This is an optimization exercise on Yosys and OpenROAD, whose aim is small area, a short achievable clock period and few clock cycles per item, not a production implementation.
At most, simulation tests tie the RTL to the original design; equivalence was not proved.
Power and IR drop assume default switching activity.

==> inputs of wip/raven <==
Design rational_arithmetic_unit, start of the top module:
module rational_arithmetic_unit (
   input  logic        clock,
   input  logic        reset,
   input  logic        req_valid,
   output logic        req_ready,
   input  logic [2:0]  req_op,
   input  logic [31:0] req_a_num,
   input  logic [31:0] req_a_den,
   input  logic [31:0] req_b_num,
   input  logic [31:0] req_b_den,
   output logic        rsp_valid,
   input  logic        rsp_ready,
   output logic [31:0] rsp_res_num,
   output logic [30:0] rsp_res_den,
   output logic        rsp_less,
   output logic        rsp_greater,
   output logic        rsp_equal,
   output logic        rsp_zero_den,
   output logic        rsp_overflow
);
   localparam logic [2:0] M_IDLE = 3'd0;
   localparam logic [2:0] M_MUL1 = 3'd1;    
   localparam logic [2:0] M_MUL2 = 3'd2;    
   localparam logic [2:0] M_COMB = 3'd3;    
   localparam logic [2:0] M_MUL3 = 3'd4;    
   localparam logic [2:0] M_DONE = 3'd5;    
   logic        pre_ok_ff, pre_deq_ff, pre_eq_ff, pre_sw1_ff, pre_sw2_ff, pre_sw3_ff;
   logic [31:0] rx, ry;
   function automatic logic [7:0] sig8(input logic [31:0] x);
      logic [31:0] m;
      m = x ^ {32{x[31]}};
  ...
clock: 7.0 ns
lec_check: 0
cap_margin: 20
core_margin: 2
core_utilization: 40
setup_slack_margin: 3.5
slew_margin: 20
run.sh (not shown) runs the stock make flow with config.mk's settings and CLKGATE_MAP_FILE= SYNTH_SCRIPT=/design/flow/synth_recipe.tcl, a recipe that flattens the netlist after the stock synthesis.
==> wip/amber (differences from wip/raven) <==
--- a/flow/design.v
+++ b/flow/design.v
@@ -95,24 +95,30 @@
    logic        mcb_ff, mcb_in;
    logic [32:0] mp_ff, mp_in;
    logic [2:0]  dig_ff, dig_in;       
    logic [3:0]  acch_ff, acch_in;     
    logic        accb_ff, accb_in;
    logic        mfirst_ff, mfirst_in;
    logic        chk_ff, chk_in;       
    logic        chkx_ff, chkx_in;     
+   logic        bv_ff, bv_in;         
+   logic [31:0] bx_ff, bx_in, by_ff, by_in;
+   logic [2:0]  bop_ff, bop_in;
+   logic        beq_ff, beq_in, bovf_ff, bovf_in, blt_ff, blt_in, bgt_ff, bgt_in;
+   logic        bxz_ff, bxz_in, byz_ff, byz_in;
    logic        gs_ff, gs_in;         
    logic        out_vld_ff, out_vld_in;
    logic [31:0] u_ff, u_in, v_ff, v_in;
    logic [31:0] a_ff, a_in, b_ff, b_in, c_ff, c_in, d_ff, d_in;
    logic        sgn_ff, sgn_in;
    logic        lt_ff, lt_in, gt_ff, gt_in, eq_ff, eq_in, zd_ff, zd_in, ovf_ff, ovf_in;
-   logic g_take;
-   assign g_take    = (ms_ff == M_DONE) && !gs_ff && (!out_vld_ff || rsp_ready);
+   logic g_take, m_hand;
+   assign g_take    = bv_ff && !gs_ff && (!out_vld_ff || rsp_ready);
+   assign m_hand    = (ms_ff == M_DONE) && (!bv_ff || g_take);
    assign req_ready = pre_ok_ff && (ms_ff == M_IDLE);
    assign accept    = req_valid && req_ready;
    wire is_addsub = (op_ff == rau_pkg::OP_ADD) || (op_ff == rau_pkg::OP_SUB);
    wire is_cmp    = (op_ff == rau_pkg::OP_CMP);
    logic        load;
    logic [31:0] opx, opy, mcand, mplier;
    logic        swap;
    always_comb begin
@@ -179,18 +185,38 @@
       mp_in     = mp_ff;
       dig_in    = dig_ff;
       acch_in   = acch_ff;
       accb_in   = accb_ff;
       mfirst_in = mfirst_ff;
       chk_in    = 1'b0;
       chkx_in   = chkx_ff;
       load      = 1'b0;
-      if (g_take) begin
-         ms_in = M_IDLE;
+      bv_in     = bv_ff && !g_take;
+      bx_in     = bx_ff;
+      by_in     = by_ff;
+      bop_in    = bop_ff;
+      beq_in    = beq_ff;
+      bovf_in   = bovf_ff;
+      blt_in    = blt_ff;
+      bgt_in    = bgt_ff;
+      bxz_in    = bxz_ff;
+      byz_in    = byz_ff;
+      if (m_hand) begin
+         ms_in   = M_IDLE;
+         bv_in   = 1'b1;
+         bx_in   = x_ff;
+         by_in   = y_ff;
+         bop_in  = op_ff;
+         beq_in  = meq_ff;
+         bovf_in = movf_all;
+         blt_in  = acch_ff[1];
+         bgt_in  = !acch_ff[1] && ({acch_ff[1:0], x_ff} != 34'd0);
+         bxz_in  = (x_ff == 32'd0);
+         byz_in  = (y_ff == 32'd0);
       end
       case (ms_ff)
          M_MUL1, M_MUL2, M_COMB, M_MUL3: begin
             mc_in     = mc_nx;
             mcb_in    = mcb_nx;
             mp_in     = mp_nx;
             dig_in    = booth(dig_nx, 1'b0);
             acch_in   = acc_nx[35:32];
@@ -284,18 +310,18 @@
    logic [32:0] d1, d2;
    logic [31:0] sab, scd, x_mag, y_mag;
    logic        uv_eq;
    assign d1    = {1'b0, u_ff} - {1'b0, v_ff};
    assign d2    = {1'b0, v_ff} - {1'b0, u_ff};
    assign sab   = a_ff + b_ff;
    assign scd   = c_ff + d_ff;
    assign uv_eq = (u_ff == v_ff);
-   assign x_mag = x_ff[31] ? -x_ff : x_ff;
-   assign y_mag = y_ff[31] ? -y_ff : y_ff;
+   assign x_mag = bx_ff[31] ? -bx_ff : bx_ff;
+   assign y_mag = by_ff[31] ? -by_ff : by_ff;
    logic        g_uodd, g_vodd, g_both, g_done, g_usel, g_vsel, g_shac, g_shbd, g_adda, g_addb;
    logic [31:0] g_x, g_u, g_v, g_a, g_b, g_c, g_d;
    logic [1:0]  g_t;          
    assign g_uodd = u_ff[0];
    assign g_vodd = v_ff[0];
    assign g_both = g_uodd && g_vodd;
    assign g_done = g_both && uv_eq;
    assign g_x    = g_both ? d1[31:0] : (!g_uodd && !g_vodd) ? (u_ff | v_ff)
@@ -326,40 +352,40 @@
       lt_in      = lt_ff;
       gt_in      = gt_ff;
       eq_in      = eq_ff;
       zd_in      = zd_ff;
       ovf_in     = ovf_ff;
       if (g_take) begin
          lt_in  = 1'b0;
          gt_in  = 1'b0;
-         eq_in  = meq_ff;
+         eq_in  = beq_ff;
          zd_in  = 1'b0;
-         ovf_in = movf_all;
+         ovf_in = bovf_ff;
          a_in   = 32'd0;
          c_in   = 32'd1;
-         case (op_ff)
+         case (bop_ff)
             rau_pkg::OP_CMP: begin
-               lt_in      = acch_ff[1];
-               gt_in      = !acch_ff[1] && ({acch_ff[1:0], x_ff} != 34'd0);
+               lt_in      = blt_ff;
+               gt_in      = bgt_ff;
                out_vld_in = 1'b1;
             end
             rau_pkg::OP_NORM, rau_pkg::OP_ADD, rau_pkg::OP_SUB, rau_pkg::OP_MUL,
             rau_pkg::OP_DIV: begin
-               if (y_ff == 32'd0) begin
-                  a_in       = x_ff;
+               if (byz_ff) begin
+                  a_in       = bx_ff;
                   zd_in      = 1'b1;
                   out_vld_in = 1'b1;
-               end else if (x_ff == 32'd0) begin
+               end else if (bxz_ff) begin
                   out_vld_in = 1'b1;
                end else begin
-                  sgn_in = x_ff[31] ^ y_ff[31];
+                  sgn_in = bx_ff[31] ^ by_ff[31];
                   u_in   = x_mag;
                   v_in   = y_mag;
-                  a_in   = (x_ff[31] ^ y_ff[31]) ? '1 : 32'd1;
+                  a_in   = (bx_ff[31] ^ by_ff[31]) ? '1 : 32'd1;
                   b_in   = 32'd0;
                   c_in   = 32'd0;
                   d_in   = 32'd1;
                   gs_in  = 1'b1;
                end
             end
             default: out_vld_in = 1'b1;
          endcase
@@ -388,20 +414,22 @@
                d_in = scd;
             end
          end
       end
    end
    always_ff @(posedge clock) begin
       if (reset) begin
          ms_ff      <= M_IDLE;
+         bv_ff      <= 1'b0;
          gs_ff      <= 1'b0;
          out_vld_ff <= 1'b0;
       end else begin
          ms_ff      <= ms_in;
+         bv_ff      <= bv_in;
          gs_ff      <= gs_in;
          out_vld_ff <= out_vld_in;
       end
    end
    always_ff @(posedge clock) begin
       op_ff     <= op_in;
       deq_ff    <= deq_in;
       sw2_ff    <= sw2_in;
@@ -417,16 +445,25 @@
       mcb_ff    <= mcb_in;
       mp_ff     <= mp_in;
       dig_ff    <= dig_in;
       acch_ff   <= acch_in;
       accb_ff   <= accb_in;
       mfirst_ff <= mfirst_in;
       chk_ff    <= chk_in;
       chkx_ff   <= chkx_in;
+      bx_ff     <= bx_in;
+      by_ff     <= by_in;
+      bop_ff    <= bop_in;
+      beq_ff    <= beq_in;
+      bovf_ff   <= bovf_in;
+      blt_ff    <= blt_in;
+      bgt_ff    <= bgt_in;
+      bxz_ff    <= bxz_in;
+      byz_ff    <= byz_in;
       u_ff      <= u_in;
       v_ff      <= v_in;
       a_ff      <= a_in;
       b_ff      <= b_in;
       c_ff      <= c_in;
       d_ff      <= d_in;
       sgn_ff    <= sgn_in;
       lt_ff     <= lt_in;
==> flow/config.mk (replaced) <==
export PLATFORM = sky130hd
export DESIGN_NAME = rational_arithmetic_unit
export DESIGN_NICKNAME = rational_arithmetic_unit
export VERILOG_FILES = /design/flow/design.v
export SDC_FILE = /design/flow/constraint.sdc
export NUM_CORES = 4
export LEC_CHECK = 0
export CAP_MARGIN = 20
export CORE_MARGIN = 2
export CORE_UTILIZATION = 40
export SETUP_SLACK_MARGIN = 3.0
export SLEW_MARGIN = 20
==> results.txt <==
In wip/amber the synthesized cell count is higher than in wip/raven, by 2.0%. In wip/amber the register-to-register slack is worse than in wip/raven, by 0.22 ns. Combinational power: wip/amber is smaller than wip/raven (34%). Against wip/raven, the wire length of wip/amber is lower by 7.2%. In wip/amber the die area is higher than in wip/raven, by 6.3%. First-iteration DRC count: wip/amber is lower than wip/raven (about 15%). Of wip/amber and wip/raven, wip/amber has the higher clock-buffer cell count (gap 10). In wip/raven the critical path depth is higher than in wip/amber, by 3.
==> figures <==
item                                                          wip/raven                wip/amber
Part of the power in registers                                    24.9%                    32.1%
Fraction of met3 tracks used by global routing                   3.926%                   3.273%
Multi-input gate share of total cell area                        55.83%                   53.71%
Synthesized area per cell                                     8.109 um2                8.453 um2
Well tap count                                                     1287                     1391
Compound-cell area share of the yosys netlist                    23.89%                   21.71%
R2r endpoint                                                    v_ff[9]                 v_ff[27]
Clock buffers                                                        84                       94
Fraction of power spent switching nets                           43.02%                   39.71%
Cell area after layout                                        49790 um2                48400 um2
Run status                                      complete, no violations  complete, no violations
Clock sink total                                                    454                      528
Area delta synth->final                                          24.74%                   14.00%
Power density normalized to cell area                      355.0 nW/um2             308.3 nW/um2
Filler-free cell count of the finished design                      6468                     6498
Sequential area share after synthesis                            31.94%                   35.25%
Worst reg2reg startpoint                                        x_ff[1]                  u_ff[0]
Testbench counts of wip/amber, summed over its fixed seeds: cycles 32,749, items 2,400.
Function not checked in wip/raven: the RTL went through the layout flow alone.

## what the ideal ports hide
The flow's constraints put no driver on any port. The routed layouts listed below were extracted and timed again, unchanged, in two steps. Step 1: set_driving_cell puts a clkbuf_16 on clock and a buf_2 on each other input, an assumption about the parent block. Step 2 adds t to the input delays and takes it off the output delays; t is the mean of the earliest and latest rising clock arrival at the registers after step 1. Input paths then give back, and output paths get back, about the clock's delay inside the block. Three values: ideal, step 1, step 2; two values: the first two.
| run | shift t [ns] | setup WS [ns] | worst setup path after step 2 | slew at the worst register clock pin (ns) | worst slew at a driven data input, ns |
|---|---|---|---|---|---|
| wip/raven | 0.750 | 3.283 / 3.283 / 2.643 | input to register | 0.07 / 0.07 | 0.05 |
| wip/amber | 0.694 | 3.062 / 3.062 / 2.515 | input to register | 0.06 / 0.06 | 0.07 |
After both steps setup and hold are still met in every run listed. The setup slack of wip/raven, which loses most, moves by 0.000 ns with the drivers and by -0.640 ns with both steps.
